Background: an optimization exercise with open tools, aiming at small area, a short achievable clock period and few clock cycles per item. Do not read the settings as production practice. In this exercise RTL edits were held to simulation tests only and were not proved equivalent to the original.

==> trial 16 <==
Design bms_can_frame_decoder_top, start of the top module:
module bms_can_frame_decoder_top (
  input  wire         clk_i,
  input  wire         rst_ni,
  input  wire         in_valid_i,
  output logic        in_stall_o,
  input  wire         cmd_i,
  input  wire  [28:0] frame_id_i,
  input  wire  [3:0]  frame_len_i,
  input  wire  [7:0]  byte0_i,
  input  wire  [7:0]  byte1_i,
  input  wire  [7:0]  byte2_i,
  input  wire  [7:0]  byte3_i,
  input  wire  [7:0]  byte4_i,
  input  wire  [7:0]  byte5_i,
  input  wire  [7:0]  byte6_i,
  input  wire  [7:0]  byte7_i,
  input  wire  [7:0]  query_cell_i,
  output logic        out_valid_o,
  input  wire         out_stall_i,
  output logic [15:0] pack_voltage_dv_o,
  output logic [13:0] soc_pptt_o,
  output logic [13:0] health_pptt_o,
  output logic [15:0] min_cell_mv_o,
  output logic [15:0] max_cell_mv_o,
  output logic [19:0] min_temp_dc_o,
  output logic [19:0] max_temp_dc_o,
  output logic [7:0]  cell_count_o,
  output logic [1:0]  bms_state_o,
  output logic [3:0]  status_flags_o,
  output logic [15:0] cell_voltage_mv_o,
  output logic        cell_balancing_o
);
Settings: LEC_CHECK=0, ABC_CLOCK_PERIOD_IN_PS=3000, CAP_MARGIN=20, CORE_MARGIN=2, CORE_UTILIZATION=40, SETUP_SLACK_MARGIN=4.0, SLEW_MARGIN=20; clock period 7.0 ns.
run.sh (not shown) runs the stock make flow with config.mk's settings and CLKGATE_MAP_FILE= SYNTH_SCRIPT=/design/flow/synth_recipe.tcl, a recipe that flattens the netlist after the stock synthesis.
==> trial 79: changes against trial 16 <==
--- a/flow/design.v
+++ b/flow/design.v
@@ -85,12 +85,10 @@
   localparam int unsigned NC = bcfd_pkg::CELL_SLOTS;    
   typedef struct packed {
     logic        rd;        
     logic [15:0] hi;        
     logic [15:0] lo;        
-    logic [11:0] rhi;       
-    logic [3:0][15:0] rlo;  
     logic [2:0]  nz;        
     logic        bal;       
     logic [5:0]  bbit;      
     logic [2:0]  rot3;      
     logic [5:0]  rot6;      
@@ -110,45 +108,23 @@
     logic        len8;      
     logic        cand_v;    
     logic [7:0]  cand;      
   } beat_t;
   logic        in_stall_q;
-  logic [2:0]  cnt_q;
+  logic [1:0]  cnt_q;
   logic        vI, vK;
   logic        out_valid_q;
   logic        clr_q;
   beat_t       bI, bK, dec;
-  typedef struct packed {
-    logic [3:0][15:0] rv;      
-    logic [3:0]  rb;           
-    logic [15:0] dw2;
-    logic [15:0] dw4;
-    logic        ld_pack;
-    logic        ld_socsoh;
-    logic        ld_lcell;
-    logic        ld_hcell;
-    logic        ld_ltemp;
-    logic        ld_htemp;
-    logic        ld_sw;
-    logic        alive;
-    logic [3:0]  alarm_ld;     
-    logic [3:0]  fault_ld;     
-    logic [3:0]  slot_nz;      
-    logic        cand_v;
-    logic [7:0]  cand;
-  } jbeat_t;
-  jbeat_t      bJ, jn;
-  logic        vJ;
-  logic        accept, take, rdyF, fire, rdyJ, rdyI;
-  logic [2:0]  cnt_n;
+  logic        accept, take, rdyF, fire, rdyI;
+  logic [1:0]  cnt_n;
   assign accept = in_valid_i && !in_stall_q;
   assign take   = out_valid_q && !out_stall_i;
   assign rdyF   = !out_valid_q || !out_stall_i;
-  assign fire   = vJ && rdyF;
-  assign rdyJ   = !vJ || rdyF;
-  assign rdyI   = !vI || rdyJ;
-  assign cnt_n  = cnt_q + {2'b0, accept} - {2'b0, take};
+  assign fire   = vI && rdyF;
+  assign rdyI   = !vI || rdyF;
+  assign cnt_n  = cnt_q + {1'b0, accept} - {1'b0, take};
   assign in_stall_o  = in_stall_q;
   assign out_valid_o = out_valid_q;
   logic [2:0][15:0] wr;
   assign wr = {byte7_i, byte6_i, byte5_i, byte4_i, byte3_i, byte2_i};
   always_comb begin
@@ -156,11 +132,11 @@
     logic id50, id51, id52, id33, id34, id35, id55, id3c;
     logic cellv, m43, m83;
     logic [7:0] b1;
     logic [5:0] bb;
     logic [2:0] inrng;
-    logic [1:0] m3, h3, l3;
+    logic [1:0] m3;
     logic [2:0] m6;
     frame = !cmd_i;
     len4  = frame_len_i[3] || frame_len_i[2];
     idhi  = frame_id_i[28:8] == bcfd_pkg::ID_MAIN[28:8];
     id50  = idhi && frame_id_i[7:0] == bcfd_pkg::ID_MAIN[7:0];
@@ -178,44 +154,21 @@
     cellv    = frame && dec.len8 && id55;
     b1 = cmd_i ? query_cell_i : byte1_i;
     bb = {byte7_i != 8'd0, byte6_i != 8'd0, byte5_i != 8'd0,
           byte4_i != 8'd0, byte3_i != 8'd0, byte2_i != 8'd0};
     dec.rd = cmd_i;
-    for (int g = 0; g < 12; g++) begin
-      dec.rhi[g] = cmd_i && query_cell_i[7:4] == 4'(g);
-    end
-    for (int c = 0; c < 4; c++) begin
-      for (int l = 0; l < 16; l++) begin
-        dec.rlo[c][l] = cmd_i && query_cell_i[3:0] == 4'(l)
-                        && query_cell_i[7:4] >= 4'(3 * c) && query_cell_i[7:4] < 4'(3 * c + 3);
-      end
-    end
     for (int k = 0; k < 16; k++) begin
       dec.hi[k] = b1[7:4] == 4'(k);
       dec.lo[k] = b1[3:0] == 4'(k);
     end
     for (int i = 0; i < 3; i++) begin
       dec.wnz[i] = wr[i] != 16'd0;
       dec.nz[i]  = cellv && dec.wnz[i];
       inrng[i]   = 8'(byte1_i + 8'(i)) < 8'(NC);
     end
     dec.bal = frame && dec.len8 && id3c;
-    case (byte1_i[7:4])
-      4'd0, 4'd3, 4'd6, 4'd9, 4'd12, 4'd15: h3 = 2'd0;
-      4'd1, 4'd4, 4'd7, 4'd10, 4'd13:       h3 = 2'd1;
-      default:                              h3 = 2'd2;
-    endcase
-    case (byte1_i[3:0])
-      4'd0, 4'd3, 4'd6, 4'd9, 4'd12, 4'd15: l3 = 2'd0;
-      4'd1, 4'd4, 4'd7, 4'd10, 4'd13:       l3 = 2'd1;
-      default:                              l3 = 2'd2;
-    endcase
-    case ({h3, l3})
-      4'b0000, 4'b0110, 4'b1001: m3 = 2'd0;
-      4'b0001, 4'b0100, 4'b1010: m3 = 2'd1;
-      default:                   m3 = 2'd2;
-    endcase
+    m3 = 2'((2'(byte1_i[7:4] % 4'd3) + 2'(byte1_i[3:0] % 4'd3)) % 3'd3);
     case ({m3, byte1_i[0]})
       3'b000:  m6 = 3'd0;
       3'b011:  m6 = 3'd1;
       3'b100:  m6 = 3'd2;
       3'b001:  m6 = 3'd3;
@@ -252,33 +205,28 @@
     if (!rst_ni) begin
       in_stall_q  <= 1'b0;
       cnt_q       <= '0;
       vI          <= 1'b0;
       vK          <= 1'b0;
-      vJ          <= 1'b0;
       out_valid_q <= 1'b0;
       clr_q       <= 1'b1;
     end else begin
       clr_q       <= 1'b0;
       cnt_q       <= cnt_n;
-      in_stall_q  <= cnt_n == 3'd4;
+      in_stall_q  <= cnt_n == 2'd3;
       vI          <= rdyI ? (vK || accept) : 1'b1;
       vK          <= rdyI ? (vK && accept) : (vK || accept);
-      if (rdyJ) vJ <= vI;
       out_valid_q <= fire || (out_valid_q && out_stall_i);
     end
   end
   always_ff @(posedge clk_i) begin
     if (!in_stall_q) begin
       bK <= dec;
     end
     if (rdyI) begin
       bI <= vK ? bK : dec;
     end
-    if (rdyJ) begin
-      bJ <= jn;
-    end
   end
   logic [255:0]     dsel;
   logic [2:0][15:0] bank_w;
   logic [5:0]       bank_b;
   logic [15:0]      volt_q [NC];
@@ -315,83 +263,63 @@
     always_ff @(posedge clk_i) begin
       if (volt_we[j]) volt_q[j] <= bank_w[j % 3];
       if (bal_we[j])  bal_q[j]  <= bank_b[j % 6];
     end
   end
+  logic [15:0]       rd_volt;
+  logic              rd_bal;
   logic [11:0][15:0] gv;
   logic [11:0]       gb;
   always_comb begin
     for (int g = 0; g < 12; g++) begin
       gv[g] = 16'd0;
       gb[g] = 1'b0;
       for (int l = 0; l < 16; l++) begin
-        gv[g] = gv[g] | ({16{bI.rlo[g / 3][l]}} & volt_q[16*g + l]);
-        gb[g] = gb[g] | (bI.rlo[g / 3][l] & bal_q[16*g + l]);
-      end
-    end
-    for (int c = 0; c < 4; c++) begin
-      jn.rv[c] = 16'd0;
-      jn.rb[c] = 1'b0;
-      for (int g = 3 * c; g < 3 * c + 3; g++) begin
-        jn.rv[c] = jn.rv[c] | ({16{bI.rhi[g]}} & gv[g]);
-        jn.rb[c] = jn.rb[c] | (bI.rhi[g] & gb[g]);
+        gv[g] = gv[g] | ({16{bI.lo[l]}} & volt_q[16*g + l]);
+        gb[g] = gb[g] | (bI.lo[l] & bal_q[16*g + l]);
       end
     end
-  end
-  always_comb begin
-    jn.dw2       = bI.w[15:0];
-    jn.dw4       = bI.w[31:16];
-    jn.ld_pack   = bI.ld_pack;
-    jn.ld_socsoh = bI.ld_socsoh;
-    jn.ld_lcell  = bI.ld_lcell;
-    jn.ld_hcell  = bI.ld_hcell;
-    jn.ld_ltemp  = bI.ld_ltemp;
-    jn.ld_htemp  = bI.ld_htemp;
-    jn.ld_sw     = bI.ld_sw;
-    jn.alive     = bI.alive;
-    jn.cand_v    = bI.cand_v;
-    jn.cand      = bI.cand;
-    for (int k = 0; k < 4; k++) begin
-      logic s0, s1, s2, ld;
-      s0 = bI.hi[(k + 256) / 16 % 16] && bI.lo[(k + 256) % 16];
-      s1 = bI.hi[(k + 255) / 16 % 16] && bI.lo[(k + 255) % 16];
-      s2 = bI.hi[(k + 254) / 16 % 16] && bI.lo[(k + 254) % 16];
-      ld = s0 || (s1 && bI.len6) || (s2 && bI.len8);
-      jn.alarm_ld[k] = bI.alarm && ld;
-      jn.fault_ld[k] = bI.fault && ld;
-      jn.slot_nz[k]  = (s0 && bI.wnz[0]) || (s1 && bI.wnz[1]) || (s2 && bI.wnz[2]);
+    rd_volt = 16'd0;
+    rd_bal  = 1'b0;
+    for (int g = 0; g < 12; g++) begin
+      rd_volt = rd_volt | ({16{bI.hi[g]}} & gv[g]);
+      rd_bal  = rd_bal | (bI.hi[g] & gb[g]);
     end
+    rd_volt = bI.rd ? rd_volt : 16'd0;
+    rd_bal  = bI.rd && rd_bal;
   end
   logic [3:0]  alarm_nz_q, fault_nz_q;
   logic        contactor_q;
   logic [15:0] dw2, dw4;
   logic [19:0] soc_x10, soh_x10, tmp_ext, tmp_x10;
   logic [13:0] soc_new, soh_new;
-  logic [3:0]  alarm_nz_n, fault_nz_n;
+  logic [3:0]  slot_ld, slot_nz, alarm_nz_n, fault_nz_n;
   logic        contactor_n, any_alarm_n, any_fault_n;
   logic [7:0]  hcc_n;
-  logic [15:0] rd_volt;
-  logic        rd_bal;
-  assign dw2     = bJ.dw2;
-  assign dw4     = bJ.dw4;
+  assign dw2     = bI.w[15:0];
+  assign dw4     = bI.w[31:16];
   assign soc_x10 = {4'd0, dw2} * 20'd10;
   assign soh_x10 = {4'd0, dw4} * 20'd10;
   assign soc_new = (dw2 > 16'd1000) ? bcfd_pkg::PCT_MAX : soc_x10[13:0];
   assign soh_new = (dw4 > 16'd1000) ? bcfd_pkg::PCT_MAX : soh_x10[13:0];
   assign tmp_ext = {{4{dw4[15]}}, dw4};
   assign tmp_x10 = (tmp_ext << 3) + (tmp_ext << 1);
-  assign rd_volt = bJ.rv[0] | bJ.rv[1] | bJ.rv[2] | bJ.rv[3];
-  assign rd_bal  = |bJ.rb;
   always_comb begin
     for (int k = 0; k < 4; k++) begin
-      alarm_nz_n[k] = bJ.alarm_ld[k] ? bJ.slot_nz[k] : alarm_nz_q[k];
-      fault_nz_n[k] = bJ.fault_ld[k] ? bJ.slot_nz[k] : fault_nz_q[k];
+      logic s0, s1, s2;
+      s0 = bI.hi[(k + 256) / 16 % 16] && bI.lo[(k + 256) % 16];
+      s1 = bI.hi[(k + 255) / 16 % 16] && bI.lo[(k + 255) % 16];
+      s2 = bI.hi[(k + 254) / 16 % 16] && bI.lo[(k + 254) % 16];
+      slot_ld[k] = s0 || (s1 && bI.len6) || (s2 && bI.len8);
+      slot_nz[k] = (s0 && bI.wnz[0]) || (s1 && bI.wnz[1]) || (s2 && bI.wnz[2]);
+      alarm_nz_n[k] = (bI.alarm && slot_ld[k]) ? slot_nz[k] : alarm_nz_q[k];
+      fault_nz_n[k] = (bI.fault && slot_ld[k]) ? slot_nz[k] : fault_nz_q[k];
     end
-    contactor_n = bJ.ld_sw ? dw2[1] : contactor_q;
+    contactor_n = bI.ld_sw ? dw2[1] : contactor_q;
     any_alarm_n = |alarm_nz_n;
     any_fault_n = |fault_nz_n;
-    hcc_n = (bJ.cand_v && bJ.cand > cell_count_o) ? bJ.cand : cell_count_o;
+    hcc_n = (bI.cand_v && bI.cand > cell_count_o) ? bI.cand : cell_count_o;
   end
   always_ff @(posedge clk_i) begin
     if (clr_q) begin
       alarm_nz_q        <= '0;
       fault_nz_q        <= '0;
@@ -410,21 +338,21 @@
       cell_balancing_o  <= 1'b0;
     end else if (fire) begin
       alarm_nz_q  <= alarm_nz_n;
       fault_nz_q  <= fault_nz_n;
       contactor_q <= contactor_n;
-      if (bJ.ld_pack)   pack_voltage_dv_o <= dw2;
-      if (bJ.ld_socsoh) soc_pptt_o        <= soc_new;
-      if (bJ.ld_socsoh) health_pptt_o     <= soh_new;
-      if (bJ.ld_lcell)  min_cell_mv_o     <= dw4;
-      if (bJ.ld_hcell)  max_cell_mv_o     <= dw4;
-      if (bJ.ld_ltemp)  min_temp_dc_o     <= tmp_x10;
-      if (bJ.ld_htemp)  max_temp_dc_o     <= tmp_x10;
+      if (bI.ld_pack)   pack_voltage_dv_o <= dw2;
+      if (bI.ld_socsoh) soc_pptt_o        <= soc_new;
+      if (bI.ld_socsoh) health_pptt_o     <= soh_new;
+      if (bI.ld_lcell)  min_cell_mv_o     <= dw4;
+      if (bI.ld_hcell)  max_cell_mv_o     <= dw4;
+      if (bI.ld_ltemp)  min_temp_dc_o     <= tmp_x10;
+      if (bI.ld_htemp)  max_temp_dc_o     <= tmp_x10;
       cell_count_o      <= hcc_n;
       bms_state_o       <= any_fault_n ? bcfd_pkg::MODE_FAULT
                          : (contactor_n ? bcfd_pkg::MODE_ACTIVE : bcfd_pkg::MODE_STANDBY);
-      status_flags_o    <= {bJ.alive, any_fault_n, any_alarm_n, contactor_n && !any_fault_n};
+      status_flags_o    <= {bI.alive, any_fault_n, any_alarm_n, contactor_n && !any_fault_n};
       cell_voltage_mv_o <= rd_volt;
       cell_balancing_o  <= rd_bal;
     end
   end
 endmodule
--- a/flow/config.mk
+++ b/flow/config.mk
@@ -7,7 +7,7 @@
 export LEC_CHECK = 0
 export ABC_CLOCK_PERIOD_IN_PS = 3000
 export CAP_MARGIN = 20
 export CORE_MARGIN = 2
 export CORE_UTILIZATION = 40
-export SETUP_SLACK_MARGIN = 4.0
+export SETUP_SLACK_MARGIN = 3.8
 export SLEW_MARGIN = 20
==> trial 10: changes against trial 16 <==
--- a/flow/design.v
+++ b/flow/design.v
@@ -83,19 +83,18 @@
   output logic        cell_balancing_o
 );
   localparam int unsigned NC = bcfd_pkg::CELL_SLOTS;    
   typedef struct packed {
     logic        rd;        
+    logic [7:0]  b1;        
     logic [15:0] hi;        
     logic [15:0] lo;        
     logic [11:0] rhi;       
     logic [3:0][15:0] rlo;  
     logic [2:0]  nz;        
     logic        bal;       
     logic [5:0]  bbit;      
-    logic [2:0]  rot3;      
-    logic [5:0]  rot6;      
     logic [47:0] w;         
     logic [2:0]  wnz;       
     logic        ld_pack;
     logic        ld_socsoh;
     logic        ld_lcell;
@@ -178,10 +177,11 @@
     cellv    = frame && dec.len8 && id55;
     b1 = cmd_i ? query_cell_i : byte1_i;
     bb = {byte7_i != 8'd0, byte6_i != 8'd0, byte5_i != 8'd0,
           byte4_i != 8'd0, byte3_i != 8'd0, byte2_i != 8'd0};
     dec.rd = cmd_i;
+    dec.b1 = b1;
     for (int g = 0; g < 12; g++) begin
       dec.rhi[g] = cmd_i && query_cell_i[7:4] == 4'(g);
     end
     for (int c = 0; c < 4; c++) begin
       for (int l = 0; l < 16; l++) begin
@@ -223,14 +223,24 @@
       default: m6 = 3'd5;
     endcase
     if (byte1_i == 8'd254) m3 = 2'd1;
     if (byte1_i == 8'd255) m3 = 2'd2;
     if (byte1_i >= 8'd250) m6 = 3'(byte1_i[2:0] - 3'd2);
-    for (int k = 0; k < 3; k++) dec.rot3[k] = m3 == 2'(k);
-    for (int k = 0; k < 6; k++) dec.rot6[k] = m6 == 3'(k);
-    dec.w    = wr;
-    dec.bbit = bb;
+    dec.w = wr;
+    if (cellv) begin
+      for (int k = 0; k < 3; k++) begin
+        for (int i = 0; i < 3; i++) begin
+          if (m3 == 2'((k + 3 - i) % 3)) dec.w[16*k +: 16] = wr[i];
+        end
+      end
+    end
+    dec.bbit = '0;
+    for (int k = 0; k < 6; k++) begin
+      for (int i = 0; i < 6; i++) begin
+        if (m6 == 3'((k + 6 - i) % 6)) dec.bbit[k] = bb[i];
+      end
+    end
     dec.ld_pack   = frame && dec.len8 && id50 && m43;
     dec.ld_socsoh = frame && dec.len8 && id50 && m83;
     dec.ld_lcell  = frame && dec.len8 && id51 && m43;
     dec.ld_hcell  = frame && dec.len8 && id51 && m83;
     dec.ld_ltemp  = frame && dec.len8 && id52 && m43;
@@ -265,16 +275,33 @@
       vK          <= rdyI ? (vK && accept) : (vK || accept);
       if (rdyJ) vJ <= vI;
       out_valid_q <= fire || (out_valid_q && out_stall_i);
     end
   end
+  beat_t kdec;
+  always_comb begin
+    kdec = bK;
+    for (int k = 0; k < 16; k++) begin
+      kdec.hi[k] = bK.b1[7:4] == 4'(k);
+      kdec.lo[k] = bK.b1[3:0] == 4'(k);
+    end
+    for (int g = 0; g < 12; g++) begin
+      kdec.rhi[g] = bK.rd && bK.b1[7:4] == 4'(g);
+    end
+    for (int c = 0; c < 4; c++) begin
+      for (int l = 0; l < 16; l++) begin
+        kdec.rlo[c][l] = bK.rd && bK.b1[3:0] == 4'(l)
+                         && bK.b1[7:4] >= 4'(3 * c) && bK.b1[7:4] < 4'(3 * c + 3);
+      end
+    end
+  end
   always_ff @(posedge clk_i) begin
     if (!in_stall_q) begin
       bK <= dec;
     end
     if (rdyI) begin
-      bI <= vK ? bK : dec;
+      bI <= vK ? kdec : dec;
     end
     if (rdyJ) begin
       bJ <= jn;
     end
   end
@@ -286,24 +313,12 @@
   logic [NC-1:0]    volt_we, bal_we;
   always_comb begin
     for (int k = 0; k < 256; k++) begin
       dsel[k] = bI.hi[k / 16] && bI.lo[k % 16];
     end
-    for (int k = 0; k < 3; k++) begin
-      bank_w[k] = 16'd0;
-      for (int i = 0; i < 3; i++) begin
-        if (bI.rot3[(k + 3 - i) % 3]) bank_w[k] = bI.w[16*i +: 16];
-      end
-      if (clr_q) bank_w[k] = 16'd0;
-    end
-    for (int k = 0; k < 6; k++) begin
-      bank_b[k] = 1'b0;
-      for (int i = 0; i < 6; i++) begin
-        if (bI.rot6[(k + 6 - i) % 6]) bank_b[k] = bI.bbit[i];
-      end
-      if (clr_q) bank_b[k] = 1'b0;
-    end
+    bank_w = clr_q ? '0 : bI.w;
+    bank_b = clr_q ? '0 : bI.bbit;
     for (int j = 0; j < NC; j++) begin
       volt_we[j] = clr_q || (vI && ((dsel[j] && bI.nz[0])
                                  || (dsel[(j + 255) % 256] && bI.nz[1])
                                  || (dsel[(j + 254) % 256] && bI.nz[2])));
       bal_we[j]  = clr_q || (vI && bI.bal && (dsel[j] || dsel[(j + 255) % 256]
--- a/flow/config.mk
+++ b/flow/config.mk
@@ -7,7 +7,9 @@
 export LEC_CHECK = 0
 export ABC_CLOCK_PERIOD_IN_PS = 3000
 export CAP_MARGIN = 20
 export CORE_MARGIN = 2
 export CORE_UTILIZATION = 40
+export CTS_CLUSTER_DIAMETER = 60
+export CTS_CLUSTER_SIZE = 24
 export SETUP_SLACK_MARGIN = 4.0
 export SLEW_MARGIN = 20
==> build 41: changes against trial 16 <==
--- a/flow/design.v
+++ b/flow/design.v
@@ -90,12 +90,10 @@
     logic [11:0] rhi;       
     logic [3:0][15:0] rlo;  
     logic [2:0]  nz;        
     logic        bal;       
     logic [5:0]  bbit;      
-    logic [2:0]  rot3;      
-    logic [5:0]  rot6;      
     logic [47:0] w;         
     logic [2:0]  wnz;       
     logic        ld_pack;
     logic        ld_socsoh;
     logic        ld_lcell;
@@ -223,14 +221,24 @@
       default: m6 = 3'd5;
     endcase
     if (byte1_i == 8'd254) m3 = 2'd1;
     if (byte1_i == 8'd255) m3 = 2'd2;
     if (byte1_i >= 8'd250) m6 = 3'(byte1_i[2:0] - 3'd2);
-    for (int k = 0; k < 3; k++) dec.rot3[k] = m3 == 2'(k);
-    for (int k = 0; k < 6; k++) dec.rot6[k] = m6 == 3'(k);
-    dec.w    = wr;
-    dec.bbit = bb;
+    dec.w = wr;
+    if (cellv) begin
+      for (int k = 0; k < 3; k++) begin
+        for (int i = 0; i < 3; i++) begin
+          if (m3 == 2'((k + 3 - i) % 3)) dec.w[16*k +: 16] = wr[i];
+        end
+      end
+    end
+    dec.bbit = '0;
+    for (int k = 0; k < 6; k++) begin
+      for (int i = 0; i < 6; i++) begin
+        if (m6 == 3'((k + 6 - i) % 6)) dec.bbit[k] = bb[i];
+      end
+    end
     dec.ld_pack   = frame && dec.len8 && id50 && m43;
     dec.ld_socsoh = frame && dec.len8 && id50 && m83;
     dec.ld_lcell  = frame && dec.len8 && id51 && m43;
     dec.ld_hcell  = frame && dec.len8 && id51 && m83;
     dec.ld_ltemp  = frame && dec.len8 && id52 && m43;
@@ -286,24 +294,12 @@
   logic [NC-1:0]    volt_we, bal_we;
   always_comb begin
     for (int k = 0; k < 256; k++) begin
       dsel[k] = bI.hi[k / 16] && bI.lo[k % 16];
     end
-    for (int k = 0; k < 3; k++) begin
-      bank_w[k] = 16'd0;
-      for (int i = 0; i < 3; i++) begin
-        if (bI.rot3[(k + 3 - i) % 3]) bank_w[k] = bI.w[16*i +: 16];
-      end
-      if (clr_q) bank_w[k] = 16'd0;
-    end
-    for (int k = 0; k < 6; k++) begin
-      bank_b[k] = 1'b0;
-      for (int i = 0; i < 6; i++) begin
-        if (bI.rot6[(k + 6 - i) % 6]) bank_b[k] = bI.bbit[i];
-      end
-      if (clr_q) bank_b[k] = 1'b0;
-    end
+    bank_w = clr_q ? '0 : bI.w;
+    bank_b = clr_q ? '0 : bI.bbit;
     for (int j = 0; j < NC; j++) begin
       volt_we[j] = clr_q || (vI && ((dsel[j] && bI.nz[0])
                                  || (dsel[(j + 255) % 256] && bI.nz[1])
                                  || (dsel[(j + 254) % 256] && bI.nz[2])));
       bal_we[j]  = clr_q || (vI && bI.bal && (dsel[j] || dsel[(j + 255) % 256]
--- a/flow/config.mk
+++ b/flow/config.mk
@@ -7,7 +7,9 @@
 export LEC_CHECK = 0
 export ABC_CLOCK_PERIOD_IN_PS = 3000
 export CAP_MARGIN = 20
 export CORE_MARGIN = 2
 export CORE_UTILIZATION = 40
+export CTS_CLUSTER_DIAMETER = 60
+export CTS_CLUSTER_SIZE = 24
 export SETUP_SLACK_MARGIN = 4.0
 export SLEW_MARGIN = 20
==> notes <==
Against trial 16, the design area of trial 79 is lower by about 7%. Hold slack: build 41 < trial 10 < trial 16 < trial 79. Global-route usage: build 41 > trial 79 > trial 10 > trial 16. Sequential share of layout area: trial 79 < trial 16 < build 41 < trial 10. Clock skew, highest first: trial 79, build 41, trial 16, trial 10.
Testbench counts of trial 16, summed over its fixed seeds: cycles 12,024, items 12,000.
Testbench counts of trial 79, summed over its fixed seeds: cycles 12,016, items 12,000.
Testbench counts of trial 10, summed over its fixed seeds: cycles 12,024, items 12,000.
Testbench counts of build 41, summed over its fixed seeds: cycles 12,024, items 12,000.

[port drivers added, routing unchanged]
No port has a modelled driver above. Below, the same layouts with a new extraction and two added sets of constraints.
Step 1, drivers: a clkbuf_16 drives clk_i and a buf_2 each remaining input, both assumed.
Step 2, shift: input delay + t, output delay - t, t = (earliest + latest rising clock arrival at the registers) / 2. This alone moves slack from input paths to output paths.
Three values: ideal, step 1, step 2; two values: the first two.
run	t (ns)	setup slack, ns	hold WS [ns]	worst setup path after step 2	worst slew at a driven data input, ns
trial 16	1.069	3.552 / 3.552 / 2.988	0.416 / 0.416 / 0.416	input to register	0.21
trial 79	1.062	2.577 / 2.661 / 1.600	0.456 / 0.456 / 0.456	input to register	0.18
trial 10	1.058	3.719 / 3.777 / 2.719	0.410 / 0.410 / 0.410	input to register	0.19
build 41	1.077	3.588 / 3.608 / 2.532	0.400 / 0.400 / 0.400	input to register	0.12
After both steps setup and hold are still met in every run listed. For build 41, which loses most, drivers alone change the setup slack by +0.020 ns; drivers and shift together by -1.056 ns.
